This design comes from an exercise in tuning for small area, a short achievable clock period and few clock cycles per item on the open sky130 flow, not from production work.
No run shown here included a check of the RTL's function; only the layout flow was run.
No activity file was given, so power comes from the tool's default toggle rates.

==> flow/design.v <==
package clbd_pkg;
  localparam int NUM_CORES_DEF      = 8;
  localparam int THREAD_ID_BITS_DEF = 8;
  localparam int KIND_W     = 2;
  localparam int CORE_W     = 3;
  localparam int COUNT_W    = 64;
  localparam int TID_W      = 8;
  localparam int ACTIVE_W   = 4;
  localparam int INTERVAL_W = 32;
  localparam int PCT_W      = 7;
  localparam int QUO_W      = 7;
  localparam int NUM_W      = INTERVAL_W + QUO_W;
  localparam int CFG_IDX_W  = 3;
  localparam int CFG_DATA_W = 32;
  localparam int CMD_W      = KIND_W + CORE_W + COUNT_W + TID_W + 1;
  localparam int RES_W      = 1 + 1 + CORE_W + CORE_W + 1 + TID_W;
  localparam logic [PCT_W-1:0]      PCT_FULL     = 7'd100;
  localparam logic [PCT_W-1:0]      RST_HIGH_THR = 7'd75;
  localparam logic [PCT_W-1:0]      RST_LOW_THR  = 7'd25;
  localparam logic [ACTIVE_W-1:0]   RST_ACTIVE   = 4'd8;
  localparam logic [INTERVAL_W-1:0] RST_INTERVAL = 32'd100000;
  localparam logic [KIND_W-1:0] KIND_SAMPLE = 2'd0;
  localparam logic [KIND_W-1:0] KIND_EVAL   = 2'd1;
  localparam logic [KIND_W-1:0] KIND_OFFER  = 2'd2;
  localparam logic [KIND_W-1:0] KIND_END    = 2'd3;
  localparam logic [CFG_IDX_W-1:0] REG_ENABLE   = 3'd0;
  localparam logic [CFG_IDX_W-1:0] REG_ACTIVE   = 3'd1;
  localparam logic [CFG_IDX_W-1:0] REG_INTERVAL = 3'd2;
  localparam logic [CFG_IDX_W-1:0] REG_HIGH     = 3'd3;
  localparam logic [CFG_IDX_W-1:0] REG_LOW      = 3'd4;
  localparam logic REPORT_EVAL = 1'b0;
  localparam logic REPORT_END  = 1'b1;
  typedef struct packed {
    logic                  enable;
    logic [ACTIVE_W-1:0]   active_cores;
    logic [INTERVAL_W-1:0] interval;
    logic [PCT_W-1:0]      high_thr;
    logic [PCT_W-1:0]      low_thr;
  } cfg_t;
  typedef struct packed {
    logic [KIND_W-1:0]  kind;
    logic [CORE_W-1:0]  core;
    logic [COUNT_W-1:0] value;
    logic [TID_W-1:0]   tid;
    logic               excl;
  } cmd_t;
  typedef struct packed {
    logic              report_kind;
    logic              balance_needed;
    logic [CORE_W-1:0] busy_core;
    logic [CORE_W-1:0] idle_core;
    logic              migrate;
    logic [TID_W-1:0]  chosen_thread;
  } res_t;
  typedef struct packed {
    logic                  go;
    logic [NUM_W-1:0]      num;
    logic [INTERVAL_W-1:0] den;
  } div_req_t;
  typedef struct packed {
    logic             done;
    logic [QUO_W-1:0] quo;
  } div_rsp_t;
endpackage
import clbd_pkg::*;
module core_load_balance_decider #(
  parameter int NUM_CORES      = NUM_CORES_DEF,
  parameter int THREAD_ID_BITS = THREAD_ID_BITS_DEF
) (
  input  logic                  clk,
  input  logic                  rst_n,
  input  logic                  in_push,
  output logic                  in_full,
  input  logic [KIND_W-1:0]     in_kind,
  input  logic [CORE_W-1:0]     in_core_index,
  input  logic [COUNT_W-1:0]    in_idle_count,
  input  logic [TID_W-1:0]      in_thread_id,
  input  logic [COUNT_W-1:0]    in_run_count,
  input  logic                  in_excluded,
  output logic                  out_empty,
  input  logic                  out_pop,
  output logic                  out_report_kind,
  output logic                  out_balance_needed,
  output logic [CORE_W-1:0]     out_busy_core,
  output logic [CORE_W-1:0]     out_idle_core,
  output logic                  out_migrate,
  output logic [TID_W-1:0]      out_chosen_thread,
  input  logic                  cfg_wr_en,
  input  logic [CFG_IDX_W-1:0]  cfg_index,
  input  logic [CFG_DATA_W-1:0] cfg_wdata
);
  localparam int NC = 8;
  logic                  cfg_en_r;
  logic [ACTIVE_W-1:0]   cfg_act_r;
  logic [INTERVAL_W-1:0] cfg_iv_r;
  logic [PCT_W-1:0]      cfg_hi_r;
  logic [PCT_W-1:0]      cfg_lo_r;
  always_ff @(posedge clk) begin
    if (!rst_n) begin
      cfg_en_r  <= 1'b1;
      cfg_act_r <= RST_ACTIVE;
      cfg_iv_r  <= RST_INTERVAL;
      cfg_hi_r  <= RST_HIGH_THR;
      cfg_lo_r  <= RST_LOW_THR;
    end else if (cfg_wr_en) begin
      case (cfg_index)
        REG_ENABLE:   cfg_en_r  <= cfg_wdata[0];
        REG_ACTIVE:   cfg_act_r <= cfg_wdata[ACTIVE_W-1:0];
        REG_INTERVAL: cfg_iv_r  <= cfg_wdata[INTERVAL_W-1:0];
        REG_HIGH:     cfg_hi_r  <= cfg_wdata[PCT_W-1:0];
        REG_LOW:      cfg_lo_r  <= cfg_wdata[PCT_W-1:0];
        default: begin
        end
      endcase
    end
  end
  logic               ir_v;
  logic               ir_smp;     
  logic               ir_ev;      
  logic               ir_off;     
  logic               ir_end;     
  logic [CORE_W-1:0]  ir_c;
  logic [NC-1:0]      ir_oh;      
  logic [COUNT_W-1:0] ir_x;       
  logic [TID_W-1:0]   ir_t;
  always_ff @(posedge clk) begin
    if (!rst_n) begin
      ir_v <= 1'b0;
    end else if (!in_full) begin
      ir_v <= in_push && cfg_en_r;
    end
  end
  always_ff @(posedge clk) begin
    if (!in_full) begin
      ir_smp <= in_kind == KIND_SAMPLE;
      ir_ev  <= in_kind == KIND_EVAL;
      ir_off <= in_kind == KIND_OFFER && !in_excluded && in_run_count != '0;
      ir_end <= in_kind == KIND_END;
      ir_c   <= in_core_index;
      for (int i = 0; i < NC; i++) begin
        ir_oh[i] <= in_core_index == 3'(i);
      end
      ir_x   <= (in_kind == KIND_SAMPLE) ? in_idle_count : in_run_count;
      ir_t   <= in_thread_id;
    end
  end
  logic [COUNT_W-1:0] last_r [NC];
  logic [NC-1:0]      lv_r;           
  logic [PCT_W-1:0]   u_r [NC];       
  logic               win_r;          
  logic [CORE_W-1:0]  bsel_r;
  logic [CORE_W-1:0]  isel_r;
  logic               need_r;
  logic               evp_r;          
  logic               flt_r;          
  logic               endp_r;         
  logic               evrp_r;         
  logic               ov_r;           
  logic [RES_W-1:0]   od_r;
  logic               s_v [2];
  logic [CORE_W-1:0]  s_c [2];
  logic [TID_W-1:0]   s_t [2];
  logic [COUNT_W-1:0] s_r [2];
  logic is_smp, is_ev, is_off, is_end;
  logic m0, m1, bl_ev, bl_off;
  assign m0      = s_v[0] && s_c[0] == ir_c;
  assign m1      = s_v[1] && s_c[1] == ir_c;
  assign bl_ev   = ir_ev && (evp_r || endp_r || evrp_r);
  assign bl_off  = ir_off && evp_r && s_v[0] && s_v[1] && !m0 && !m1;
  assign in_full = ir_v && (bl_ev || bl_off);
  assign is_smp  = ir_v && ir_smp;
  assign is_ev   = ir_v && ir_ev && !(evp_r || endp_r || evrp_r);
  assign is_off  = ir_v && ir_off && !bl_off && !endp_r &&
                   (evp_r || (win_r && ir_c == bsel_r));
  assign is_end  = ir_v && ir_end;
  logic [COUNT_W-1:0] old_v;
  logic [31:0]        xm1_hi;
  logic [31:0]        d_lo;
  logic               brw;
  logic               big;
  always_comb begin
    old_v = '0;
    for (int i = 0; i < NC; i++) begin
      old_v = old_v | ({COUNT_W{ir_oh[i] && lv_r[i]}} & last_r[i]);
    end
  end
  assign xm1_hi = ir_x[63:32] - 32'd1;
  assign {brw, d_lo} = {1'b0, ir_x[31:0]} - {1'b0, old_v[31:0]};
  assign big = brw ? (xm1_hi != old_v[63:32]) : (ir_x[63:32] != old_v[63:32]);
  always_ff @(posedge clk) begin
    if (!rst_n) begin
      lv_r <= '0;
    end else if (is_smp) begin
      lv_r <= lv_r | ir_oh;
    end
  end
  always_ff @(posedge clk) begin
    for (int i = 0; i < NC; i++) begin
      if (is_smp && ir_oh[i]) begin
        last_r[i] <= ir_x;
      end
    end
  end
  logic          p1_v, p1_e, p1_big;
  logic [2:0]    p1_c;
  logic [31:0]   p1_d;
  always_ff @(posedge clk) begin
    if (!rst_n) begin
      p1_v <= 1'b0;
    end else begin
      p1_v <= is_smp || is_ev;
    end
  end
  always_ff @(posedge clk) begin
    p1_e   <= ir_ev;
    p1_c   <= ir_c;
    p1_big <= big;
    p1_d   <= d_lo;
  end
  logic [38:0] n6;
  logic [39:0] t6;
  logic        q6;
  logic        g6;
  assign n6 = {1'b0, p1_d, 6'd0} + {2'b0, p1_d, 5'd0} + {5'b0, p1_d, 2'd0};
  assign t6 = {2'b0, p1_d, 6'd0} + {3'b0, p1_d, 5'd0} + {6'b0, p1_d, 2'd0} -
              {2'b0, cfg_iv_r, 6'd0};
  assign q6 = !t6[39];
  assign g6 = p1_big || (p1_d >= cfg_iv_r);
  logic          st_v [2:7];
  logic          st_e [2:8];
  logic [2:0]    st_c [2:8];
  logic          st_g [2:8];
  logic [37:0]   st_r [2:8];
  logic [6:0]    st_q [2:8];
  always_ff @(posedge clk) begin
    if (!rst_n) begin
      for (int k = 2; k <= 7; k++) begin
        st_v[k] <= 1'b0;
      end
    end else begin
      st_v[2] <= p1_v;
      for (int k = 3; k <= 7; k++) begin
        st_v[k] <= st_v[k-1];
      end
    end
  end
  always_ff @(posedge clk) begin
    st_e[2] <= p1_e;
    st_c[2] <= p1_c;
    st_g[2] <= g6;
    st_r[2] <= q6 ? t6[37:0] : n6[37:0];
    st_q[2] <= {6'd0, q6};
  end
  genvar k;
  generate
    for (k = 3; k <= 8; k++) begin : g_step
      localparam int J = 8 - k;
      logic [32:0] hi;
      logic [33:0] t;
      logic        qb;
      logic [31:0] nh;
      assign hi = st_r[k-1][J+32:J];
      assign t  = {1'b0, hi} - {2'b0, cfg_iv_r};
      assign qb = !t[33];
      assign nh = qb ? t[31:0] : hi[31:0];
      if (k < 8) begin : g_reg
        always_ff @(posedge clk) begin
          st_e[k] <= st_e[k-1];
          st_c[k] <= st_c[k-1];
          st_g[k] <= st_g[k-1];
          st_r[k] <= 38'({nh, st_r[k-1][J-1:0]});
          st_q[k] <= {st_q[k-1][5:0], qb};
        end
      end else begin : g_last
        assign st_e[k] = st_e[k-1];
        assign st_c[k] = st_c[k-1];
        assign st_g[k] = st_g[k-1];
        assign st_r[k] = '0;
        assign st_q[k] = {st_q[k-1][5:0], qb};
      end
    end
  endgenerate
  logic f_smp, f_ev;
  assign f_smp = st_v[7] && !st_e[7];
  assign f_ev  = st_v[7] && st_e[7];
  always_ff @(posedge clk) begin
    if (!rst_n) begin
      for (int i = 0; i < NC; i++) begin
        u_r[i] <= PCT_FULL;
      end
    end else if (f_smp && cfg_iv_r != '0) begin
      u_r[st_c[8]] <= st_g[8] ? PCT_FULL : st_q[8];
    end
  end
  logic [3:0]    n_act;
  logic [NC-1:0] act;
  logic [NC-1:0] wb, wi;            
  logic [NC-1:0] hb, li;            
  logic [PCT_W:0] thr_b, thr_i;
  logic          b_ok, i_ok, need;
  logic [2:0]    bsel, isel;
  assign n_act = (cfg_act_r > 4'd8) ? 4'd8 : cfg_act_r;
  assign thr_b = {1'b0, PCT_FULL} - {1'b0, cfg_hi_r};    
  assign thr_i = {1'b0, PCT_FULL} - {1'b0, cfg_lo_r};    
  always_comb begin
    for (int i = 0; i < NC; i++) begin
      act[i] = 4'(i) < n_act;
      wb[i]  = act[i];
      wi[i]  = act[i];
      for (int j = 0; j < NC; j++) begin
        if (j < i) begin
          wb[i] = wb[i] && (u_r[i] < u_r[j]);
          wi[i] = wi[i] && (u_r[i] > u_r[j]);
        end else if (j > i) begin
          wb[i] = wb[i] && (!act[j] || u_r[i] <= u_r[j]);
          wi[i] = wi[i] && (!act[j] || u_r[i] >= u_r[j]);
        end
      end
      hb[i] = !thr_b[PCT_W] && ({1'b0, u_r[i]} <= thr_b);
      li[i] = thr_i[PCT_W] || ({1'b0, u_r[i]} >= thr_i);
    end
  end
  always_comb begin
    b_ok = 1'b0;
    i_ok = 1'b0;
    for (int i = 0; i < NC; i++) begin
      b_ok = b_ok || (act[i] && u_r[i] != PCT_FULL);
      i_ok = i_ok || (act[i] && u_r[i] != 7'd0);
    end
    bsel = '0;
    isel = '0;
    for (int i = 0; i < NC; i++) begin
      bsel = bsel | ({3{wb[i] && b_ok}} & 3'(i));
      isel = isel | ({3{wi[i] && i_ok}} & 3'(i));
    end
    need = b_ok && i_ok && (bsel != isel) && |(wb & hb) && |(wi & li);
  end
  logic out_can, push_ev, push_evr, end_ex, push_end;
  assign out_can  = !ov_r || out_pop;
  assign push_ev  = f_ev && out_can;
  assign push_evr = evrp_r && out_can;
  assign end_ex   = endp_r && !evp_r && !evrp_r && out_can;
  assign push_end = end_ex && win_r;
  always_ff @(posedge clk) begin
    if (!rst_n) begin
      win_r  <= 1'b0;
      evp_r  <= 1'b0;
      flt_r  <= 1'b0;
      endp_r <= 1'b0;
      evrp_r <= 1'b0;
      ov_r   <= 1'b0;
    end else begin
      flt_r <= f_ev;
      if (is_ev) begin
        evp_r <= 1'b1;
      end
      if (f_ev) begin
        win_r <= need;
      end
      if (flt_r) begin
        evp_r <= 1'b0;
      end
      if (f_ev && !out_can) begin
        evrp_r <= 1'b1;
      end
      if (push_evr) begin
        evrp_r <= 1'b0;
      end
      if (is_end && (evp_r || win_r)) begin
        endp_r <= 1'b1;
      end
      if (end_ex) begin
        endp_r <= 1'b0;
        win_r  <= 1'b0;
      end
      if (out_pop) begin
        ov_r <= 1'b0;
      end
      if (push_ev || push_evr || push_end) begin
        ov_r <= 1'b1;
      end
    end
  end
  always_ff @(posedge clk) begin
    if (f_ev) begin
      bsel_r <= bsel;
      isel_r <= isel;
      need_r <= need;
    end
    if (push_ev) begin
      od_r <= {REPORT_EVAL, need, bsel, isel, 1'b0, 8'd0};
    end else if (push_evr) begin
      od_r <= {REPORT_EVAL, need_r, bsel_r, isel_r, 1'b0, 8'd0};
    end else if (push_end) begin
      od_r <= {REPORT_END, 1'b1, bsel_r, isel_r, s_v[0] || s_v[1],
               s_v[0] ? s_t[0] : (s_v[1] ? s_t[1] : 8'd0)};
    end
  end
  logic upd [2];
  logic fill [2];
  assign upd[0]  = is_off && m0 && (ir_x > s_r[0]);
  assign upd[1]  = is_off && m1 && (ir_x > s_r[1]);
  assign fill[0] = is_off && !m0 && !m1 && !s_v[0];
  assign fill[1] = is_off && !m0 && !m1 && s_v[0] && !s_v[1];
  always_ff @(posedge clk) begin
    if (!rst_n) begin
      s_v[0] <= 1'b0;
      s_v[1] <= 1'b0;
    end else begin
      for (int j = 0; j < 2; j++) begin
        if (end_ex || is_ev) begin
          s_v[j] <= 1'b0;
        end else if (flt_r) begin
          s_v[j] <= (s_v[j] || fill[j]) && win_r &&
                    ((fill[j] ? ir_c : s_c[j]) == bsel_r);
        end else if (fill[j]) begin
          s_v[j] <= 1'b1;
        end
      end
    end
  end
  always_ff @(posedge clk) begin
    for (int j = 0; j < 2; j++) begin
      if (fill[j]) begin
        s_c[j] <= ir_c;
      end
      if (fill[j] || upd[j]) begin
        s_t[j] <= ir_t;
        s_r[j] <= ir_x;
      end
    end
  end
  assign out_empty = !ov_r;
  assign {out_report_kind, out_balance_needed, out_busy_core, out_idle_core,
          out_migrate, out_chosen_thread} = od_r;
endmodule
==> flow/run.sh <==
#!/bin/bash
# synth_recipe.tcl (not shown) runs the flow's synth.tcl, then flattens the netlist and writes it again
# the make line also repeats each setting of config.mk as NAME=value (left out here)
make -C /OpenROAD-flow-scripts/flow DESIGN_CONFIG=/design/flow/config.mk WORK_HOME=/design/flow/orfs CLKGATE_MAP_FILE= SYNTH_SCRIPT=/design/flow/synth_recipe.tcl finish
==> flow/config.mk <==
export PLATFORM = sky130hd
export DESIGN_NAME = core_load_balance_decider
export DESIGN_NICKNAME = core_load_balance_decider
export VERILOG_FILES = /design/flow/design.v
export SDC_FILE = /design/flow/constraint.sdc
export NUM_CORES = 4
export LEC_CHECK = 0
export CAP_MARGIN = 20
export CORE_MARGIN = 2
export CORE_UTILIZATION = 40
export SLEW_MARGIN = 20
==> flow/constraint.sdc <==
create_clock -name core_clock -period 6.0 [get_ports {clk}]
set_input_delay 1.2000 -clock core_clock [delete_from_list [all_inputs] [get_ports {clk}]]
set_output_delay 1.2000 -clock core_clock [all_outputs]
set_load 0.01 [all_outputs]
==> impl_metrics.json, run 1 <==
{
  "cpPeakStageDelay_ns": 0.58,
  "drive_gt1_frac": 0.0722,
  "seq_area_frac_synth": 0.468,
  "powerDensity_nw_per_um2": 409,
  "grt_pass1_vias": 50800,
  "gp_congestion": 0.954,
  "cts.reportedPaths.clkPinSlew_ns": 0.06,
  "r2r-end": "p1_big",
  "hold_ws_ns": 0.323,
  "yosys_warnings": 19,
  "crit_required_ns": 6.65,
  "drv_cap": 0,
  "worstMarginPinSlew_ns": 1.14,
  "drt_wl_total_mm": 194,
  "timing.critical_path.buf_inv": 1,
  "insertion_delay_ns": 0.79,
  "antenna_found_initial": 2,
  "finalHoldViolCount": 0,
  "synth_cell_types": 85,
  "power_frac_seq": 0.332,
  "peakVddDrop_v": 0.000310,
  "rsz0062_at_grt": "no",
  "cp-endpoint": "p1_big",
  "cts.htree.levels": 4,
  "power.leakage_nw": 30.3,
  "cts_sinks": 1194,
  "wl_met3_mm": 10.0,
  "async_reset_ff_frac": 0,
  "netlist_area_um2": 68400,
  "ys_ff_latch": 1194,
  "cp_max_fo": 20,
  "worstSetupPathType": "flop to flop",
  "post-route-period-util": 0.925,
  "intPower_mw": 20.5,
  "clockPowerShare": 0.255,
  "cts_tree": "yes",
  "cp_data_arrival_time_ns": 6.20,
  "r2r_start": "ir_oh[5]",
  "io_buffers": 200,
  "status": "finished clean",
  "wl_met2_mm": 92.5,
  "initial_core_util": 0.403,
  "area_delta_synth_final_pct": 14.0,
  "path_delay_family": "simple AND/OR/NAND/NOR gates",
  "grt_usage": 0.220,
  "dp.cells": 8589,
  "final_cell_count_no_fill": 8825,
  "setup_violations": 0,
  "clockBufferDepth": 3,
  "highest_layer": "met4",
  "worstRegToRegCells": 17,
  "final_util": 0.460,
  "cts_setup_buffers": 0,
  "die_area_um2": 174000,
  "cp-startpoint": "ir_oh[5]",
  "finalWorstSetupSlack_ns": 0.447,
  "post-route-min-period_ns": 5.55,
  "rrSetupSlack_ns": 0.45,
  "fill_cells": 15500,
  "drc": 0,
  "syn_nets": 7252,
  "syn_avg_cell_area_um2": 11.0,
  "p_sw_frac": 0.357,
  "ant_nets": 0,
  "die_w_um": 418,
  "maxClockFrequency_mhz": 180,
  "setup_tns_ns": 0,
  "hpwl_mm": 137,
  "pre_cts_slack_ns": 0.436,
  "ctsHoldBuffers": 0,
  "pwr-share-comb": 0.413,
  "path_cells": "and2_2, a22oi_1, nand4_1, ha_1, inv_1, fa_1, a211oi_2, o211ai_1, nand2_1, nand4_1, a2111oi_4, o21ai_2, nor4_1, nor3b_2, o22ai_1, or4_1, or4_1",
  "syn_inst": 6201,
  "cp-start-kind": "flop",
  "overflow": 0,
  "post_drt_wl_per_cell_um": 22.0,
  "cp_slowest_cell": "a2111oi_4",
  "path_depth": 17,
  "rows": 151,
  "ioPinCount": 201,
  "num-nets-final": 7556,
  "vias": 50300,
  "core_um2": 170000,
  "slew-limit-headroom": 0.243,
  "vias_per_cell": 5.70,
  "synth-main-ff-cell": "edfxtp_1",
  "cts-root-buf": "clkbuf_16",
  "wl_met1_mm": 84.2,
  "dr.pass1.iters": 5,
  "cts_resized": 0,
  "slew_viol_final": 0,
  "synth_edf_count": 813,
  "cts_buffers": 132,
  "end_kind": "flop",
  "power.switching_mw": 11.4,
  "grt_pass1_wl_mm": 296,
  "drt_iter0_drc": 4036,
  "clock_skew_ns": 0.0503,
  "worstHoldPathType": "flop to flop",
  "die_y_um": 418,
  "grt_start_max_net_pins": 81
}
## how the worst min path moves through the flow
stage | from | endpoint | slack, ns | cells past startpoint
2_1_floorplan | p1_c[0] | st_c[2][0] | 0.31 | 0
6_report | st_c[3][2] | st_c[4][2] | 0.32 | 0
3_5_place_dp | st_q[5][3] | st_q[6][4] | 0.31 | 0
5_1_grt | st_g[6] | st_g[7] | 0.33 | 0
4_1_cts | st_q[3][0] | st_q[4][1] | 0.32 | 0
3_3_place_gp | st_q[5][1] | st_q[6][2] | 0.31 | 0
## synthesized netlist by cell type, types with 32 or more instances
library cell  instances  area (um2)
a22oi_1             274        2060
fa_1                 95        1900
and2_1               33         206
a31oi_1              43         269
nand2_1             360        1350
edfxtp_1            813       24400
o211ai_1             32         240
a21boi_0             40         300
clkbuf_1            113         424
o21bai_1             33         248
nor3_1               75         375
ha_1                774        9680
nor4_1               56         350
xor2_1              114         998
nor2b_1             102         638
o21ai_0             297        1490
a211oi_1             49         368
a21o_1              164        1230
xnor2_1             153        1340
or3_1                44         275
and4_1               41         359
nand2b_1             93         582
inv_1               445        1670
o21a_1               89         668
a21oi_1             378        1890
nor2_1              317        1190
dfxtp_1             381        7630
and3_1               50         313
mux2_2              117        1320
nand4_1             139         870
nand3_1              96         480
## power groups by stage
stage / Combinational, mW / Sequential (mW) / Clock, mW
final: 13.2 / 10.6 / 8.14
after global routing: 14.8 / 10.7 / 8.59
after CTS: 13.1 / 10.6 / 8.30
after detailed placement: 13.0 / 10.8 / 0
after global placement: 12.8 / 10.8 / 0
after floorplan: 10.1 / 10.5 / 0
## metal layers
metal | vias up | GRT usage
met5 | - | 0
met4 | 0 | 0.0817
met3 | 376 | 0.0285
met2 | 1506 | 0.376
met1 | 24500 | 0.284
li1 | 24000 | -
## through the flow
step,power (mW),area [um2]
after global placement,23.5,73600
after detailed placement,23.8,73600
after global routing,34.1,78000
final,31.9,78000
after floorplan,20.6,68400
after CTS,32.0,78000
## cell usage in the layout, fill, tap and decap left out, drive strengths merged, types with 43 or more instances in the layout
cell,netlist,routed
edfxtp,813,813
ha,774,774
inv,447,453
dfxtp,381,381
a21oi,378,378
nand2,360,360
nor2,317,317
o21ai,309,309
a22oi,274,274
clkdlybuf4s50,0,199
clkbuf,113,176
a21o,164,164
xnor2,153,153
mux2,146,146
nand4,139,139
xor2,114,114
buf,24,108
nor2b,102,102
nand3,96,96
fa,95,95
nand2b,93,93
o21a,89,89
nor3,75,75
nor4,56,56
a211oi,50,50
and3,50,50
or3,44,44
clkinv,1,44
a31oi,43,43
## final cells by class
cell class,instances,area [um2],area share
Clock buffer,176,3660,0.0469
Antenna cell,1,2.50,0.0000321
Clock inverter,59,693,0.00889
Sequential cell,1194,32000,0.411
Multi-Input combinational cell,4422,34300,0.440
Tap cell,2218,2780,0.0356
Timing Repair Buffer,307,2830,0.0362
Inverter,448,1680,0.0216
## state kept, by name (all words and copies together) (netlist names), 4 cells and up
name	count
last_r	512
st_g	6
st_c	18
ir_x	64
cfg_hi_r	7
cfg_act_r	4
s_t	16
st_r	202
u_r	56
cfg_iv_r	32
lv_r	8
cfg_lo_r	7
od_r	17
s_r	128
st_q	21
st_v	6
s_c	6
ir_t	8
st_e	6
ir_oh	8
p1_d	32
## worst reg2reg max path, delay by kind of cell, from the launching register on
kind	cells	cell delay (ns)
buf+inv	1	0.06
simple gates	8	2.85
flops	1	0.34
fa+ha+maj	2	0.62
compound gates	6	1.55
## cell families after synthesis
| logic type | count (synthesis) | share of synthesized area |
|---|---|---|
| AO/OA/AOI/OAI | 1649 | 0.159 |
| XOR/XNOR | 267 | 0.0342 |
| adder cells (fa/ha/maj) | 869 | 0.169 |
| buffers and inverters | 585 | 0.0321 |
| flip-flops | 1194 | 0.468 |
| multiplexers | 161 | 0.0262 |
| AND/OR/NAND/NOR | 1476 | 0.110 |
==> inputs of run 2 (changes only) <==
--- a/flow/design.v
+++ b/flow/design.v
@@ -177,7 +177,7 @@
   logic [31:0]        xm1_hi;
   logic [31:0]        d_lo;
   logic               brw;
-  logic               big;
+  logic               ne0, ne1;
   always_comb begin
     old_v = '0;
     for (int i = 0; i < NC; i++) begin
@@ -186,7 +186,8 @@
   end
   assign xm1_hi = ir_x[63:32] - 32'd1;
   assign {brw, d_lo} = {1'b0, ir_x[31:0]} - {1'b0, old_v[31:0]};
-  assign big = brw ? (xm1_hi != old_v[63:32]) : (ir_x[63:32] != old_v[63:32]);
+  assign ne0 = ir_x[63:32] != old_v[63:32];
+  assign ne1 = xm1_hi != old_v[63:32];
   always_ff @(posedge clk) begin
     if (!rst_n) begin
       lv_r <= '0;
@@ -201,7 +202,7 @@
       end
     end
   end
-  logic          p1_v, p1_e, p1_big;
+  logic          p1_v, p1_e, p1_brw, p1_ne0, p1_ne1, p1_big;
   logic [2:0]    p1_c;
   logic [31:0]   p1_d;
   always_ff @(posedge clk) begin
@@ -214,7 +215,9 @@
   always_ff @(posedge clk) begin
     p1_e   <= ir_ev;
     p1_c   <= ir_c;
-    p1_big <= big;
+    p1_brw <= brw;
+    p1_ne0 <= ne0;
+    p1_ne1 <= ne1;
     p1_d   <= d_lo;
   end
   logic [38:0] n6;
@@ -225,6 +228,7 @@
   assign t6 = {2'b0, p1_d, 6'd0} + {3'b0, p1_d, 5'd0} + {6'b0, p1_d, 2'd0} -
               {2'b0, cfg_iv_r, 6'd0};
   assign q6 = !t6[39];
+  assign p1_big = p1_brw ? p1_ne1 : p1_ne0;
   assign g6 = p1_big || (p1_d >= cfg_iv_r);
   logic          st_v [2:7];
   logic          st_e [2:8];
@@ -280,25 +284,58 @@
       end
     end
   endgenerate
+  logic          w_v, w_e;
+  logic [2:0]    w_c;
+  logic [PCT_W-1:0] w_u;
+  always_ff @(posedge clk) begin
+    if (!rst_n) begin
+      w_v <= 1'b0;
+    end else begin
+      w_v <= st_v[7];
+    end
+  end
+  always_ff @(posedge clk) begin
+    w_e <= st_e[7];
+    w_c <= st_c[8];
+    w_u <= st_g[8] ? PCT_FULL : st_q[8];
+  end
   logic f_smp, f_ev;
-  assign f_smp = st_v[7] && !st_e[7];
-  assign f_ev  = st_v[7] && st_e[7];
+  assign f_smp = w_v && !w_e && cfg_iv_r != '0;
+  assign f_ev  = w_v && w_e;
+  logic [NC-1:0] lt_r [NC];
+  logic [NC-1:0] w_lt, w_gt;         
+  always_comb begin
+    for (int j = 0; j < NC; j++) begin
+      w_lt[j] = w_u < u_r[j];
+      w_gt[j] = u_r[j] < w_u;
+    end
+  end
   always_ff @(posedge clk) begin
     if (!rst_n) begin
       for (int i = 0; i < NC; i++) begin
-        u_r[i] <= PCT_FULL;
+        u_r[i]  <= PCT_FULL;
+        lt_r[i] <= '0;
+      end
+    end else if (f_smp) begin
+      u_r[w_c] <= w_u;
+      for (int i = 0; i < NC; i++) begin
+        for (int j = 0; j < NC; j++) begin
+          if (i != j && w_c == 3'(i)) begin
+            lt_r[i][j] <= w_lt[j];
+          end else if (i != j && w_c == 3'(j)) begin
+            lt_r[i][j] <= w_gt[i];
+          end
+        end
       end
-    end else if (f_smp && cfg_iv_r != '0) begin
-      u_r[st_c[8]] <= st_g[8] ? PCT_FULL : st_q[8];
     end
   end
-  logic [3:0]    n_act;
-  logic [NC-1:0] act;
-  logic [NC-1:0] wb, wi;            
-  logic [NC-1:0] hb, li;            
+  logic [3:0]     n_act;
+  logic [NC-1:0]  act;
+  logic [NC-1:0]  wb, wi;            
+  logic [PCT_W-1:0] ub, ui;          
   logic [PCT_W:0] thr_b, thr_i;
-  logic          b_ok, i_ok, need;
-  logic [2:0]    bsel, isel;
+  logic           b_ok, i_ok, need;
+  logic [2:0]     bsel, isel;
   assign n_act = (cfg_act_r > 4'd8) ? 4'd8 : cfg_act_r;
   assign thr_b = {1'b0, PCT_FULL} - {1'b0, cfg_hi_r};    
   assign thr_i = {1'b0, PCT_FULL} - {1'b0, cfg_lo_r};    
@@ -309,31 +346,35 @@
       wi[i]  = act[i];
       for (int j = 0; j < NC; j++) begin
         if (j < i) begin
-          wb[i] = wb[i] && (u_r[i] < u_r[j]);
-          wi[i] = wi[i] && (u_r[i] > u_r[j]);
+          wb[i] = wb[i] && lt_r[i][j];
+          wi[i] = wi[i] && lt_r[j][i];
         end else if (j > i) begin
-          wb[i] = wb[i] && (!act[j] || u_r[i] <= u_r[j]);
-          wi[i] = wi[i] && (!act[j] || u_r[i] >= u_r[j]);
+          wb[i] = wb[i] && (!act[j] || !lt_r[j][i]);
+          wi[i] = wi[i] && (!act[j] || !lt_r[i][j]);
         end
       end
-      hb[i] = !thr_b[PCT_W] && ({1'b0, u_r[i]} <= thr_b);
-      li[i] = thr_i[PCT_W] || ({1'b0, u_r[i]} >= thr_i);
     end
   end
   always_comb begin
     b_ok = 1'b0;
     i_ok = 1'b0;
-    for (int i = 0; i < NC; i++) begin
-      b_ok = b_ok || (act[i] && u_r[i] != PCT_FULL);
-      i_ok = i_ok || (act[i] && u_r[i] != 7'd0);
-    end
     bsel = '0;
     isel = '0;
+    ub   = '0;
+    ui   = '0;
     for (int i = 0; i < NC; i++) begin
-      bsel = bsel | ({3{wb[i] && b_ok}} & 3'(i));
-      isel = isel | ({3{wi[i] && i_ok}} & 3'(i));
-    end
-    need = b_ok && i_ok && (bsel != isel) && |(wb & hb) && |(wi & li);
+      b_ok = b_ok || (act[i] && u_r[i] != PCT_FULL);
+      i_ok = i_ok || (act[i] && u_r[i] != 7'd0);
+      bsel = bsel | ({3{wb[i]}} & 3'(i));
+      isel = isel | ({3{wi[i]}} & 3'(i));
+      ub   = ub | ({PCT_W{wb[i]}} & u_r[i]);
+      ui   = ui | ({PCT_W{wi[i]}} & u_r[i]);
+    end
+    if (!b_ok) bsel = '0;
+    if (!i_ok) isel = '0;
+    need = b_ok && i_ok && (bsel != isel) &&
+           !thr_b[PCT_W] && ({1'b0, ub} <= thr_b) &&
+           (thr_i[PCT_W] || ({1'b0, ui} >= thr_i));
   end
   logic out_can, push_ev, push_evr, end_ex, push_end;
   assign out_can  = !ov_r || out_pop;
--- a/flow/config.mk
+++ b/flow/config.mk
@@ -8,4 +8,5 @@
 export CAP_MARGIN = 20
 export CORE_MARGIN = 2
 export CORE_UTILIZATION = 40
+export SETUP_SLACK_MARGIN = 2.0
 export SLEW_MARGIN = 20
==> run 2 against run 1 <==
  * Synthesized area is 3.0% lower
  * Clock skew up 0.0012 ns
  * Combinational power rose by 17%
  * Critical path depth shrank 2
  * Non-clock buffer count grew 115
  * Global-route usage is 0.67 points higher
  * Design area grew 0.96%
  * Highest routed layer is now met5
==> impl_metrics.json, run 2 <==
{
  "status": "finished clean",
  "yosys.area.top_type": "edfxtp_1",
  "crit_top_cell": "fa_1",
  "ant_nets": 0,
  "die_y_um": 411,
  "initial_core_util": 0.402,
  "clockPowerShare": 0.251,
  "vias": 49100,
  "synth_cell_types": 95,
  "slew-limit-headroom": 0.268,
  "dp.cells": 8247,
  "io_buffers": 200,
  "cts_sinks": 1264,
  "most-common-layout-cells": "edfxtp_1, ha_1, a21oi_1, dfxtp_1, inv_1",
  "synth_edf_count": 813,
  "cpPeakStageDelay_ns": 0.53,
  "placed_area_um2": 71200,
  "end_kind": "flop",
  "drt_wl_total_mm": 194,
  "worstHoldPathType": "flop to flop",
  "powerDensity_nw_per_um2": 451,
  "worstSetupPathType": "flop to flop",
  "dr.pass1.iters": 9,
  "drive_gt1_frac": 0.132,
  "cp_max_fo": 5,
  "vias_per_cell": 5.67,
  "ys_ff_latch": 1264,
  "yosys_warnings": 20,
  "cts.htree.levels": 4,
  "final_cell_count_no_fill": 8658,
  "grt_usage": 0.227,
  "async_reset_ff_frac": 0,
  "crit_required_ns": 6.65,
  "die_w_um": 411,
  "power.leakage_nw": 29.8,
  "die_area_um2": 169000,
  "grt_pass1_wl_mm": 294,
  "peakVddDrop_v": 0.000371,
  "top_regs": "last_r x512, st_r x202, s_r x128",
  "rows": 149,
  "worstMarginPinSlew_ns": 1.09,
  "netlist_top_cells_count": "edfxtp_1, ha_1, a21oi_1",
  "finalHoldViolCount": 0,
  "seq_area_frac_synth": 0.504,
  "power.switching_mw": 12.9,
  "hpwl_mm": 131,
  "layout_commonest_cell": "edfxtp_1",
  "r2r_start": "cfg_iv_r[0]",
  "syn_avg_cell_area_um2": 11.2,
  "fin_area_um2": 78700,
  "post-route-period-util": 0.685,
  "synth-main-ff-cell": "edfxtp_1",
  "cp-start-kind": "flop",
  "rrSetupSlack_ns": 1.89,
  "cts_tree": "yes",
  "yosysTopAreaCellShare": 0.368,
  "hold_depth": 0,
  "area_delta_synth_final_pct": 18.7,
  "overflow": 0,
  "post-route-min-period_ns": 4.11,
  "gp_congestion": 0.952,
  "antenna_found_initial": 5,
  "cts.reportedPaths.clkPinSlew_ns": 0.06,
  "num-nets-final": 7165,
  "top_register": "last_r",
  "clock_skew_ns": 0.0515,
  "maxClockFrequency_mhz": 243,
  "hp-start": "st_q[6][3]",
  "setup_tns_ns": 0,
  "setup_violations": 0,
  "ioPinCount": 201,
  "synth_area_leaders": "edfxtp_1, dfxtp_1, ha_1",
  "intPower_mw": 22.6,
  "p_sw_frac": 0.364,
  "pwr-share-comb": 0.435,
  "cp_slowest_cell": "fa_1",
  "path_cells": "fa_1, inv_1, fa_1, ha_4, buf_4, a21oi_2, o21ai_2, a211oi_4, nor3_4, a2111oi_2, o21bai_1, a211oi_2, o31a_1, mux2i_1, a41oi_2",
  "syn_nets": 6752,
  "post_drt_wl_per_cell_um": 22.5,
  "drt_iter0_drc": 4187,
  "cts-root-buf": "clkbuf_16",
  "power_frac_seq": 0.314,
  "hold_end": "st_q[7][4]",
  "drc": 0,
  "largest_reg_flops": 512,
  "r2r-end": "st_r[2][37]",
  "grt_start_max_net_pins": 80,
  "cp_data_arrival_time_ns": 4.76,
  "grt_pass1_vias": 48600,
  "cts_buffers": 142,
  "ctsHoldBuffers": 0,
  "drv_cap": 0,
  "clockBufferDepth": 3,
  "netlist_area_um2": 66300,
  "syn_inst": 5939,
  "slew_viol_final": 0,
  "fill_cells": 14900,
  "synth_most_common_cell": "edfxtp_1",
  "core_um2": 165000,
  "worstRegToRegCells": 15,
  "rsz0062_at_grt": "yes",
  "insertion_delay_ns": 0.81
}
[run 2: repair_timing]
item / CTS / global route
pin swaps: 34 / 43
gates resized for setup: 179 / 137
endpoints found under the hold margin: 0 / 0
setup endpoints to repair: 337 / 296
buffers inserted: 66 / 67
cloned: 17 / 0
[run 2: how the worst max path moves through the flow]
stage                      startpoint     endpoint  slack [ns]  depth (start not counted)
after detailed placement      p1_d[8]  st_r[2][22]        1.04                         15
after CTS                 cfg_iv_r[0]  st_r[2][22]        1.88                         16
after global routing      cfg_iv_r[0]  st_r[2][22]        1.76                         16
after floorplan              ir_x[33]    s_r[1][0]        1.51                         11
final                     cfg_iv_r[0]  st_r[2][37]        1.89                         15
after global placement        p1_d[8]   st_r[2][6]        1.09                         15
[run 2: stage by stage]
stage | hold WS [ns] | total power, mW | setup slack (ns) | util
after CTS | 0.292 | 34.7 | 1.88 | 0.471
final | 0.294 | 35.5 | 1.89 | 0.478
after global placement | 0.311 | 24.2 | 1.09 | 0.432
after global routing | 0.306 | 37.8 | 1.76 | 0.478
after detailed placement | 0.312 | 24.4 | 1.04 | 0.432
after floorplan | 0.310 | 21.2 | 1.51 | -
[run 2: final cells by class]
type                       count  area, um2  area share
clock buffer                 181       3910      0.0496
inverter                     375       1440      0.0182
timing repair buffer         422       4040      0.0513
sequential                  1264      33600       0.426
multi-input combinational   4147      32000       0.407
tap                         2189       2740      0.0348
antenna                        2       5.00   0.0000636
clock inverter                78        982      0.0125
[run 2: worst max-delay path, delay by kind of cell (launching register included)]
kind            cells  cell delay (ns)
flops               1             0.37
mux                 1             0.23
simple gates        1             0.10
fa+ha+maj           3             1.19
compound gates      8             1.83
buf+inv             2             0.20
[run 2: layer usage]
layer	up-vias	wire [um]	GRT usage
met5	-	8	0
met4	2	6060	0.0724
met3	324	12500	0.0386
met2	1573	92700	0.380
met1	24100	83100	0.297
li1	23100	-	-
[run 2: cell families after synthesis]
logic type | synth area share
adders and majority gates | 0.130
AOI/OAI and AO/OA | 0.168
xor gates and xnor gates | 0.0362
DFF | 0.504
and+or+nand+nor | 0.107
buffers and inverters | 0.0312
muxes | 0.0233
[run 2: power by group through the flow]
stage / Clock [mW] / Sequential, mW / Combinational, mW
global placement: 0 / 11.4 / 12.9
detailed placement: 0 / 11.4 / 13.0
global route: 9.44 / 11.3 / 17.1
floorplan: 0 / 11.0 / 10.2
CTS: 9.09 / 11.2 / 14.5
finish: 8.92 / 11.2 / 15.4
==> inputs of run 3 (changes only) <==
--- a/flow/config.mk
+++ b/flow/config.mk
@@ -8,5 +8,5 @@
 export CAP_MARGIN = 20
 export CORE_MARGIN = 2
 export CORE_UTILIZATION = 40
-export SETUP_SLACK_MARGIN = 2.0
+export SETUP_SLACK_MARGIN = 2.8
 export SLEW_MARGIN = 20
==> run 3 against run 2 <==
  * Worst hold slack improved by 0.026 ns
  * Sequential power about the same
  * Still clean on timing, DRC and antenna
  * Fmax is 2.1% higher
  * Global-route usage up 1.1 points
  * Register-to-register slack improved by 0.08 ns
  * Power up 5.3%
  * Wire length grew 6.8%
  * Combinational power increased by 14%
  * Design area increased by 6.9%
  * Die area is the same
  * Via count is 4.0% higher
==> impl_metrics.json, run 3 <==
{
  "yosys.area.top_type": "edfxtp_1",
  "power.leakage_nw": 31.9,
  "dr.pass1.iters": 12,
  "async_reset_ff_frac": 0,
  "num-nets-final": 7461,
  "finalHoldViolCount": 0,
  "synth_most_common_cell": "edfxtp_1",
  "synth_edf_count": 813,
  "fill_cells": 14200,
  "slew_viol_final": 0,
  "hold_ws_ns": 0.321,
  "post_drt_wl_per_cell_um": 23.2,
  "die_w_um": 411,
  "syn_nets": 6752,
  "post-route-period-util": 0.671,
  "clockBufferDepth": 3,
  "drive_gt1_frac": 0.216,
  "core_um2": 165000,
  "yosys_warnings": 20,
  "top_register": "last_r",
  "highest_layer": "met5",
  "layout_commonest_cell": "edfxtp_1",
  "slew-limit-headroom": 0.226,
  "cts_sinks": 1264,
  "rsz0062_at_grt": "yes",
  "synth_area_leaders": "edfxtp_1, dfxtp_1, ha_1",
  "insertion_delay_ns": 0.82,
  "clock_skew_ns": 0.0559,
  "ctsHoldBuffers": 0,
  "wl_met1_mm": 88.2,
  "status": "finished clean",
  "io_buffers": 200,
  "grt_start_max_net_pins": 63,
  "cts.htree.levels": 4,
  "largest_reg_flops": 512,
  "grt_pass1_vias": 50400,
  "final_util": 0.511,
  "synth-main-ff-cell": "edfxtp_1",
  "yosysTopAreaCellShare": 0.368,
  "gp_congestion": 0.924,
  "setup_tns_ns": 0,
  "synth_cell_types": 95,
  "final_cell_count_no_fill": 8948,
  "drc": 0,
  "cts_tree": "yes",
  "wl_met3_mm": 12.6,
  "drv_cap": 0,
  "drt_wl_total_mm": 208,
  "cts-root-buf": "clkbuf_16",
  "ioPinCount": 201,
  "vias_per_cell": 5.71,
  "top_regs": "last_r x512, st_r x202, s_r x128",
  "seqCellArea_um2": 33600,
  "cts_buffers": 141,
  "setup_violations": 0,
  "netlist_top_cells_count": "edfxtp_1, ha_1, a21oi_1",
  "hpwl_mm": 131,
  "cp_max_fo": 7,
  "initial_core_util": 0.402,
  "area_delta_synth_final_pct": 26.9,
  "die_area_um2": 169000,
  "worstSetupPathType": "flop to flop",
  "end_kind": "flop",
  "maxClockFrequency_mhz": 248,
  "rows": 149,
  "cp_data_arrival_time_ns": 4.68,
  "worstHoldPathType": "flop to flop",
  "crit_required_ns": 6.65,
  "rrSetupSlack_ns": 1.97,
  "die_y_um": 411,
  "dp.cells": 8241,
  "syn_avg_cell_area_um2": 11.2,
  "drt_iter0_drc": 4767,
  "antenna_found_initial": 5,
  "cts.reportedPaths.clkPinSlew_ns": 0.06,
  "most-common-layout-cells": "edfxtp_1, ha_1, a21oi_1, dfxtp_1, buf_4",
  "grt_pass1_wl_mm": 308,
  "peakVddDrop_v": 0.000354,
  "seq_area_frac_synth": 0.504,
  "cp-start-kind": "flop",
  "post-route-min-period_ns": 4.03,
  "syn_inst": 5939,
  "ys_ff_latch": 1264,
  "wl_met2_mm": 99.0,
  "ant_nets": 0,
  "netlist_area_um2": 66300,
  "worstMarginPinSlew_ns": 1.15,
  "overflow": 0,
  "powerDensity_nw_per_um2": 445,
  "multi_input_area_um2": 34100,
  "vias": 51100,
  "grt_usage": 0.238,
  "p_total_mw": 37.4
}
-- run 3: cell type report --
class / instances / area share
multi-input cells: 4149 / 0.405
flip-flops and latches: 1264 / 0.400
repair buffers: 717 / 0.0901
clock buffers: 192 / 0.0466
well taps: 2189 / 0.0325
inverters: 375 / 0.0178
clock inverters: 61 / 0.00858
diodes: 1 / 0.0000297
-- run 3: repair_timing --
action                                 4_1_cts  5_1_grt
setup endpoints to repair                  388      451
buffers inserted                           292      104
gates cloned                                40       17
resized for setup                          564      256
endpoints found under the hold margin        0        0
pin swaps                                  154      160
-- run 3: metal layers --
layer,global-route usage,up-vias
li1,-,23800
met1,0.313,25100
met2,0.400,1776
met3,0.0356,377
met4,0.0810,6
met5,0,-
-- run 3: cells by family (layout without fill, tap and decap cells) --
group | Yosys count | count (layout) | share of synthesized area
and+or+nand+nor | 1404 | 1408 | 0.107
other | 0 | 1 | 0
muxes | 139 | 139 | 0.0233
AOI/OAI and AO/OA | 1688 | 1697 | 0.168
adders and majority gates | 631 | 631 | 0.130
buffers and inverters | 539 | 1345 | 0.0312
xor gates and xnor gates | 274 | 274 | 0.0362
DFF | 1264 | 1264 | 0.504
-- run 3: through the flow --
stage          area, um2  worst slack [ns]
6_report           84100              1.97
3_5_place_dp       71600              1.58
4_1_cts            81900              1.97
3_3_place_gp       71600              1.63
5_1_grt            84100              1.80
2_1_floorplan      67300              1.51
-- run 3: critical path: stages (launching register included) --
cell,delay [ns]
dfxtp_4,0.39
inv_1,0.09
fa_1,0.51
inv_1,0.08
fa_1,0.53
ha_4,0.34
nand2_2,0.10
nor3_4,0.18
a221o_1,0.23
a31oi_4,0.06
o21ai_2,0.20
a21boi_2,0.11
o21a_1,0.21
nor3_4,0.25
buf_6,0.16
buf_12,0.15
mux2_4,0.30
-- run 3: power by group --
group	internal, mW	switching (mW)	leakage, nW
clock	4.88	3.73	2.26
sequential	10.4	0.802	11.2
combinational	8.33	9.31	18.4
-- run 3: worst paths after layout --
kind,end,cells after the start,from
worst max register to register,st_r[2][22],16,p1_d[14]
worst min register to register,st_r[5][2],0,st_r[4][2]
worst max-delay path,st_r[2][22],16,p1_d[14]
worst min-delay path,st_r[5][2],0,st_r[4][2]
==> inputs of run 4 (changes only) <==
--- a/flow/design.v
+++ b/flow/design.v
@@ -162,15 +162,14 @@
   logic [TID_W-1:0]   s_t [2];
   logic [COUNT_W-1:0] s_r [2];
   logic is_smp, is_ev, is_off, is_end;
-  logic m0, m1, bl_ev, bl_off;
+  logic m0, m1;
+  logic full_r;
+  assign in_full = full_r;
   assign m0      = s_v[0] && s_c[0] == ir_c;
   assign m1      = s_v[1] && s_c[1] == ir_c;
-  assign bl_ev   = ir_ev && (evp_r || endp_r || evrp_r);
-  assign bl_off  = ir_off && evp_r && s_v[0] && s_v[1] && !m0 && !m1;
-  assign in_full = ir_v && (bl_ev || bl_off);
   assign is_smp  = ir_v && ir_smp;
-  assign is_ev   = ir_v && ir_ev && !(evp_r || endp_r || evrp_r);
-  assign is_off  = ir_v && ir_off && !bl_off && !endp_r &&
+  assign is_ev   = ir_v && ir_ev && !full_r;
+  assign is_off  = ir_v && ir_off && !full_r && !endp_r &&
                    (evp_r || (win_r && ir_c == bsel_r));
   assign is_end  = ir_v && ir_end;
   logic [COUNT_W-1:0] old_v;
@@ -220,16 +219,27 @@
     p1_ne1 <= ne1;
     p1_d   <= d_lo;
   end
-  logic [38:0] n6;
+  logic          m_v, m_e, m_g;
+  logic [2:0]    m_c;
+  logic [38:0]   m_n;
+  always_ff @(posedge clk) begin
+    if (!rst_n) begin
+      m_v <= 1'b0;
+    end else begin
+      m_v <= p1_v;
+    end
+  end
+  assign p1_big = p1_brw ? p1_ne1 : p1_ne0;
+  always_ff @(posedge clk) begin
+    m_e <= p1_e;
+    m_c <= p1_c;
+    m_g <= p1_big || (p1_d >= cfg_iv_r);
+    m_n <= 39'(p1_d) * 39'd100;
+  end
   logic [39:0] t6;
   logic        q6;
-  logic        g6;
-  assign n6 = {1'b0, p1_d, 6'd0} + {2'b0, p1_d, 5'd0} + {5'b0, p1_d, 2'd0};
-  assign t6 = {2'b0, p1_d, 6'd0} + {3'b0, p1_d, 5'd0} + {6'b0, p1_d, 2'd0} -
-              {2'b0, cfg_iv_r, 6'd0};
+  assign t6 = {1'b0, m_n} - {2'b0, cfg_iv_r, 6'd0};
   assign q6 = !t6[39];
-  assign p1_big = p1_brw ? p1_ne1 : p1_ne0;
-  assign g6 = p1_big || (p1_d >= cfg_iv_r);
   logic          st_v [2:7];
   logic          st_e [2:8];
   logic [2:0]    st_c [2:8];
@@ -242,17 +252,17 @@
         st_v[k] <= 1'b0;
       end
     end else begin
-      st_v[2] <= p1_v;
+      st_v[2] <= m_v;
       for (int k = 3; k <= 7; k++) begin
         st_v[k] <= st_v[k-1];
       end
     end
   end
   always_ff @(posedge clk) begin
-    st_e[2] <= p1_e;
-    st_c[2] <= p1_c;
-    st_g[2] <= g6;
-    st_r[2] <= q6 ? t6[37:0] : n6[37:0];
+    st_e[2] <= m_e;
+    st_c[2] <= m_c;
+    st_g[2] <= m_g;
+    st_r[2] <= q6 ? t6[37:0] : m_n[37:0];
     st_q[2] <= {6'd0, q6};
   end
   genvar k;
@@ -382,6 +392,42 @@
   assign push_evr = evrp_r && out_can;
   assign end_ex   = endp_r && !evp_r && !evrp_r && out_can;
   assign push_end = end_ex && win_r;
+  logic evp_d, endp_d, evrp_d, win_d, ov_d;
+  always_comb begin
+    evp_d  = evp_r;
+    endp_d = endp_r;
+    evrp_d = evrp_r;
+    win_d  = win_r;
+    ov_d   = ov_r;
+    if (is_ev) begin
+      evp_d = 1'b1;
+    end
+    if (f_ev) begin
+      win_d = need;
+    end
+    if (flt_r) begin
+      evp_d = 1'b0;
+    end
+    if (f_ev && !out_can) begin
+      evrp_d = 1'b1;
+    end
+    if (push_evr) begin
+      evrp_d = 1'b0;
+    end
+    if (is_end && (evp_r || win_r)) begin
+      endp_d = 1'b1;
+    end
+    if (end_ex) begin
+      endp_d = 1'b0;
+      win_d  = 1'b0;
+    end
+    if (out_pop) begin
+      ov_d = 1'b0;
+    end
+    if (push_ev || push_evr || push_end) begin
+      ov_d = 1'b1;
+    end
+  end
   always_ff @(posedge clk) begin
     if (!rst_n) begin
       win_r  <= 1'b0;
@@ -391,35 +437,12 @@
       evrp_r <= 1'b0;
       ov_r   <= 1'b0;
     end else begin
-      flt_r <= f_ev;
-      if (is_ev) begin
-        evp_r <= 1'b1;
-      end
-      if (f_ev) begin
-        win_r <= need;
-      end
-      if (flt_r) begin
-        evp_r <= 1'b0;
-      end
-      if (f_ev && !out_can) begin
-        evrp_r <= 1'b1;
-      end
-      if (push_evr) begin
-        evrp_r <= 1'b0;
-      end
-      if (is_end && (evp_r || win_r)) begin
-        endp_r <= 1'b1;
-      end
-      if (end_ex) begin
-        endp_r <= 1'b0;
-        win_r  <= 1'b0;
-      end
-      if (out_pop) begin
-        ov_r <= 1'b0;
-      end
-      if (push_ev || push_evr || push_end) begin
-        ov_r <= 1'b1;
-      end
+      flt_r  <= f_ev;
+      evp_r  <= evp_d;
+      endp_r <= endp_d;
+      evrp_r <= evrp_d;
+      win_r  <= win_d;
+      ov_r   <= ov_d;
     end
   end
   always_ff @(posedge clk) begin
@@ -443,34 +466,53 @@
   assign upd[1]  = is_off && m1 && (ir_x > s_r[1]);
   assign fill[0] = is_off && !m0 && !m1 && !s_v[0];
   assign fill[1] = is_off && !m0 && !m1 && s_v[0] && !s_v[1];
+  logic              s_v_d [2];
+  logic [CORE_W-1:0] s_c_d [2];
+  always_comb begin
+    for (int j = 0; j < 2; j++) begin
+      s_c_d[j] = fill[j] ? ir_c : s_c[j];
+      if (end_ex || is_ev) begin
+        s_v_d[j] = 1'b0;
+      end else if (flt_r) begin
+        s_v_d[j] = (s_v[j] || fill[j]) && win_r && s_c_d[j] == bsel_r;
+      end else begin
+        s_v_d[j] = s_v[j] || fill[j];
+      end
+    end
+  end
   always_ff @(posedge clk) begin
     if (!rst_n) begin
       s_v[0] <= 1'b0;
       s_v[1] <= 1'b0;
     end else begin
-      for (int j = 0; j < 2; j++) begin
-        if (end_ex || is_ev) begin
-          s_v[j] <= 1'b0;
-        end else if (flt_r) begin
-          s_v[j] <= (s_v[j] || fill[j]) && win_r &&
-                    ((fill[j] ? ir_c : s_c[j]) == bsel_r);
-        end else if (fill[j]) begin
-          s_v[j] <= 1'b1;
-        end
-      end
+      s_v[0] <= s_v_d[0];
+      s_v[1] <= s_v_d[1];
     end
   end
   always_ff @(posedge clk) begin
     for (int j = 0; j < 2; j++) begin
-      if (fill[j]) begin
-        s_c[j] <= ir_c;
-      end
+      s_c[j] <= s_c_d[j];
       if (fill[j] || upd[j]) begin
         s_t[j] <= ir_t;
         s_r[j] <= ir_x;
       end
     end
   end
+  logic          nx_v, nx_ev, nx_off;
+  logic [CORE_W-1:0] nx_c;
+  assign nx_v   = full_r ? ir_v   : (in_push && cfg_en_r);
+  assign nx_ev  = full_r ? ir_ev  : (in_kind == KIND_EVAL);
+  assign nx_off = full_r ? ir_off : (in_kind == KIND_OFFER && !in_excluded && in_run_count != '0);
+  assign nx_c   = full_r ? ir_c   : in_core_index;
+  always_ff @(posedge clk) begin
+    if (!rst_n) begin
+      full_r <= 1'b0;
+    end else begin
+      full_r <= nx_v && ((nx_ev && (evp_d || endp_d || evrp_d)) ||
+                         (nx_off && evp_d && s_v_d[0] && s_v_d[1] &&
+                          s_c_d[0] != nx_c && s_c_d[1] != nx_c));
+    end
+  end
   assign out_empty = !ov_r;
   assign {out_report_kind, out_balance_needed, out_busy_core, out_idle_core,
           out_migrate, out_chosen_thread} = od_r;
--- a/flow/config.mk
+++ b/flow/config.mk
@@ -8,5 +8,5 @@
 export CAP_MARGIN = 20
 export CORE_MARGIN = 2
 export CORE_UTILIZATION = 40
-export SETUP_SLACK_MARGIN = 2.8
+export SETUP_SLACK_MARGIN = 2.5
 export SLEW_MARGIN = 20
==> run 4 against run 3 <==
  * Synthesized area is 1.2% higher
  * Largest power group unchanged
  * Critical path depth grew 3
  * Wire length shrank 3.5%
  * First-iteration DRC count is 12% lower
  * Synthesized cell count is 1.7% higher
  * Critical path type unchanged
  * Critical endpoint is now od_r[15]
  * Die area up 1.1%
  * Final cell count decreased by 0.59%
  * Utilization is 2.5 points lower
  * Flip-flop and latch count grew 44
  * Sequential share of layout area is 2.5 points higher
  * Highest routed layer unchanged
  * Clock power rose by 1%
==> impl_metrics.json, run 4 <==
{
  "status": "finished clean",
  "power.switching_mw": 12.1,
  "cts_tree": "yes",
  "area_delta_synth_final_pct": 20.8,
  "largest_reg_flops": 512,
  "rows": 150,
  "synth_area_leaders": "edfxtp_1, dfxtp_1, ha_1",
  "final_cell_count_no_fill": 8895,
  "cts_buffers": 140,
  "rrSetupSlack_ns": 2.24,
  "drive_gt1_frac": 0.163,
  "slew_viol_final": 0,
  "post-route-period-util": 0.626,
  "overflow": 0,
  "peakVddDrop_v": 0.000358,
  "seq_area_frac_synth": 0.511,
  "clockBufferDepth": 3,
  "cts_sinks": 1308,
  "cp-startpoint": "cfg_act_r[3]",
  "drv_cap": 0,
  "insertion_delay_ns": 0.79,
  "netlist_area_um2": 67100,
  "cp-start-kind": "flop",
  "crit_required_ns": 6.64,
  "drt_iter0_drc": 4211,
  "top_register": "last_r",
  "worstMarginPinSlew_ns": 1.11,
  "hp-start": "st_q[5][1]",
  "syn_nets": 6842,
  "ioPinCount": 201,
  "dr.pass1.iters": 9,
  "die_area_um2": 171000,
  "grt_start_max_net_pins": 96,
  "initial_core_util": 0.402,
  "power.leakage_nw": 30.8,
  "vias": 50300,
  "grt_pass1_wl_mm": 298,
  "intPower_mw": 22.4,
  "worstHoldPathType": "flop to flop",
  "synth_cell_types": 104,
  "grt_pass1_vias": 49400,
  "drt_wl_total_mm": 200,
  "gp_congestion": 0.926,
  "p_sw_frac": 0.351,
  "synth_edf_count": 808,
  "cp_data_arrival_time_ns": 4.39,
  "layout_commonest_cell": "edfxtp_1",
  "ys_ff_latch": 1308,
  "maxClockFrequency_mhz": 266,
  "dp.cells": 8344,
  "synth-main-ff-cell": "edfxtp_1",
  "clockPowerShare": 0.253,
  "setup_violations": 0,
  "most-common-layout-cells": "edfxtp_1, ha_1, dfxtp_1, a21oi_1, inv_1",
  "cts.htree.levels": 4,
  "cts-root-buf": "clkbuf_16",
  "worstSetupPathType": "flop to flop",
  "seqCellArea_um2": 34400,
  "syn_inst": 6038,
  "io_buffers": 200,
  "die_y_um": 414,
  "powerDensity_nw_per_um2": 426,
  "num-nets-final": 7375,
  "power_frac_seq": 0.337,
  "rsz0062_at_grt": "yes",
  "die_w_um": 414,
  "r2r_start": "cfg_act_r[3]",
  "antenna_found_initial": 10,
  "ant_nets": 0,
  "yosys.area.top_type": "edfxtp_1",
  "drc": 0,
  "netlist_top_cells_count": "edfxtp_1, ha_1, dfxtp_1",
  "end_kind": "flop",
  "cp_max_fo": 8,
  "slew-limit-headroom": 0.254,
  "post_drt_wl_per_cell_um": 22.5,
  "cts.reportedPaths.clkPinSlew_ns": 0.06,
  "multi_input_area_um2": 32600,
  "yosys_warnings": 22,
  "yosysTopAreaCellShare": 0.362,
  "top_regs": "last_r x512, st_r x202, s_r x128",
  "core_um2": 167000,
  "hpwl_mm": 129,
  "finalHoldViolCount": 0,
  "fill_cells": 14900,
  "syn_avg_cell_area_um2": 11.1,
  "post-route-min-period_ns": 3.76,
  "pwr-share-comb": 0.410,
  "vias_per_cell": 5.66,
  "setup_tns_ns": 0,
  "clock_skew_ns": 0.0458,
  "synth_most_common_cell": "edfxtp_1",
  "async_reset_ff_frac": 0,
  "grt_usage": 0.228
}
## run 4: path summary, 6_finish.rpt
path                end  cells past startpoint
min          st_q[6][2]                      0
max            od_r[15]                     19
min reg2reg  st_q[6][2]                      0
max reg2reg    od_r[15]                     19
## run 4: cell families (layout without fill, tap and decap cells)
group,Yosys count,in the layout,synth area share
compound gates,1637,1645,0.164
simple gates,1479,1496,0.112
mux,124,124,0.0217
buf+inv,586,1209,0.0349
fa+ha+maj,622,622,0.120
flops,1308,1308,0.511
other cells,0,5,0
xor+xnor,282,282,0.0368
## run 4: power groups by stage
stage	Clock (mW)	Combinational [mW]	Sequential, mW
floorplan	0	9.79	11.4
finish	8.73	14.2	11.6
global route	9.23	15.7	11.7
CTS	8.87	13.3	11.6
global placement	0	11.8	11.8
detailed placement	0	12.0	11.8
## run 4: through the flow
stage | cell area (um2) | power, mW | setup WS [ns] | hold WS (ns) | utilization
2_1_floorplan | 67400 | 21.2 | 2.20 | 0.310 | -
3_3_place_gp | 71900 | 23.6 | 1.22 | 0.311 | 0.431
3_5_place_dp | 71900 | 23.8 | 1.32 | 0.312 | 0.431
4_1_cts | 79600 | 33.8 | 2.20 | 0.320 | 0.477
5_1_grt | 81000 | 36.7 | 2.12 | 0.328 | 0.486
6_report | 81100 | 34.5 | 2.24 | 0.316 | 0.486
## run 4: area by class of cell
type / instances / area share
flip-flops and latches: 1308 / 0.424
multi-input cells: 4169 / 0.402
repair buffers: 544 / 0.0622
clock buffers: 202 / 0.0494
well taps: 2204 / 0.0340
inverters: 408 / 0.0200
clock inverters: 55 / 0.00801
diodes: 5 / 0.000154
## run 4: critical path, stage by stage (launching register included)
cell	delay (ns)
dfxtp_4	0.40
buf_6	0.15
nand2b_2	0.19
buf_4	0.18
buf_4	0.13
buf_4	0.13
and4_4	0.20
a22oi_1	0.14
nand3_1	0.16
ha_1	0.33
nor2b_1	0.14
o21a_1	0.17
o21a_1	0.18
o21a_1	0.18
o21ai_1	0.11
nand2b_1	0.09
a21oi_2	0.16
a41oi_2	0.05
a311o_1	0.39
a21oi_1	0.14
## run 4: repair_timing
action                                  CTS  global route
setup buffers                           193            69
cloned                                   23             4
endpoints found under the setup margin  381           357
pin swaps                               105            94
hold buffers                              0             0
gates resized for setup                 255           187
hold endpoints to repair                  0             0
## run 4: layer usage
layer / part of all wire / wire, um / vias up / global-route usage
met5: 0.000065 / 13 / - / 0
met2: 0.48 / 96900 / 1726 / 0.390
met1: 0.42 / 84500 / 24500 / 0.295
met4: 0.035 / 6970 / 2 / 0.0797
met3: 0.060 / 11900 / 367 / 0.0306
li1: - / - / 23700 / -

==> separate check: timing with driven ports <==
Ports are ideal in the flow. The routed layouts listed here were re-timed in OpenROAD.
Step 1 sets driving cells, clkbuf_16 on the clock port and buf_2 on the other inputs (assumed; they add their load-dependent delay and slew).
Step 2 moves the port delays by t, midway between the first and last clock arrival at a register: inputs arrive t later, outputs are due t later. That takes back most of the time a late clock gives input paths.
a / b / c = ideal ports / drivers / drivers and shift; a / b = the first two.
run | t (ns) | slack for setup (ns) | worst data-port slew with drivers (ns) | cell pins on the clock port's net
run 1 | 0.857 | 0.447 / 0.447 / 0.447 | 0.07 | 1
run 2 | 0.871 | 1.890 / 1.890 / 1.890 | 0.17 | 1
run 3 | 0.871 | 1.973 / 1.973 / 1.973 | 0.11 | 1
run 4 | 0.848 | 2.244 / 2.244 / 1.802 | 0.13 | 1
After both steps setup and hold are still met in every run listed. The setup slack of run 4, which loses most, moves by 0.000 ns with the drivers and by -0.442 ns with both steps.
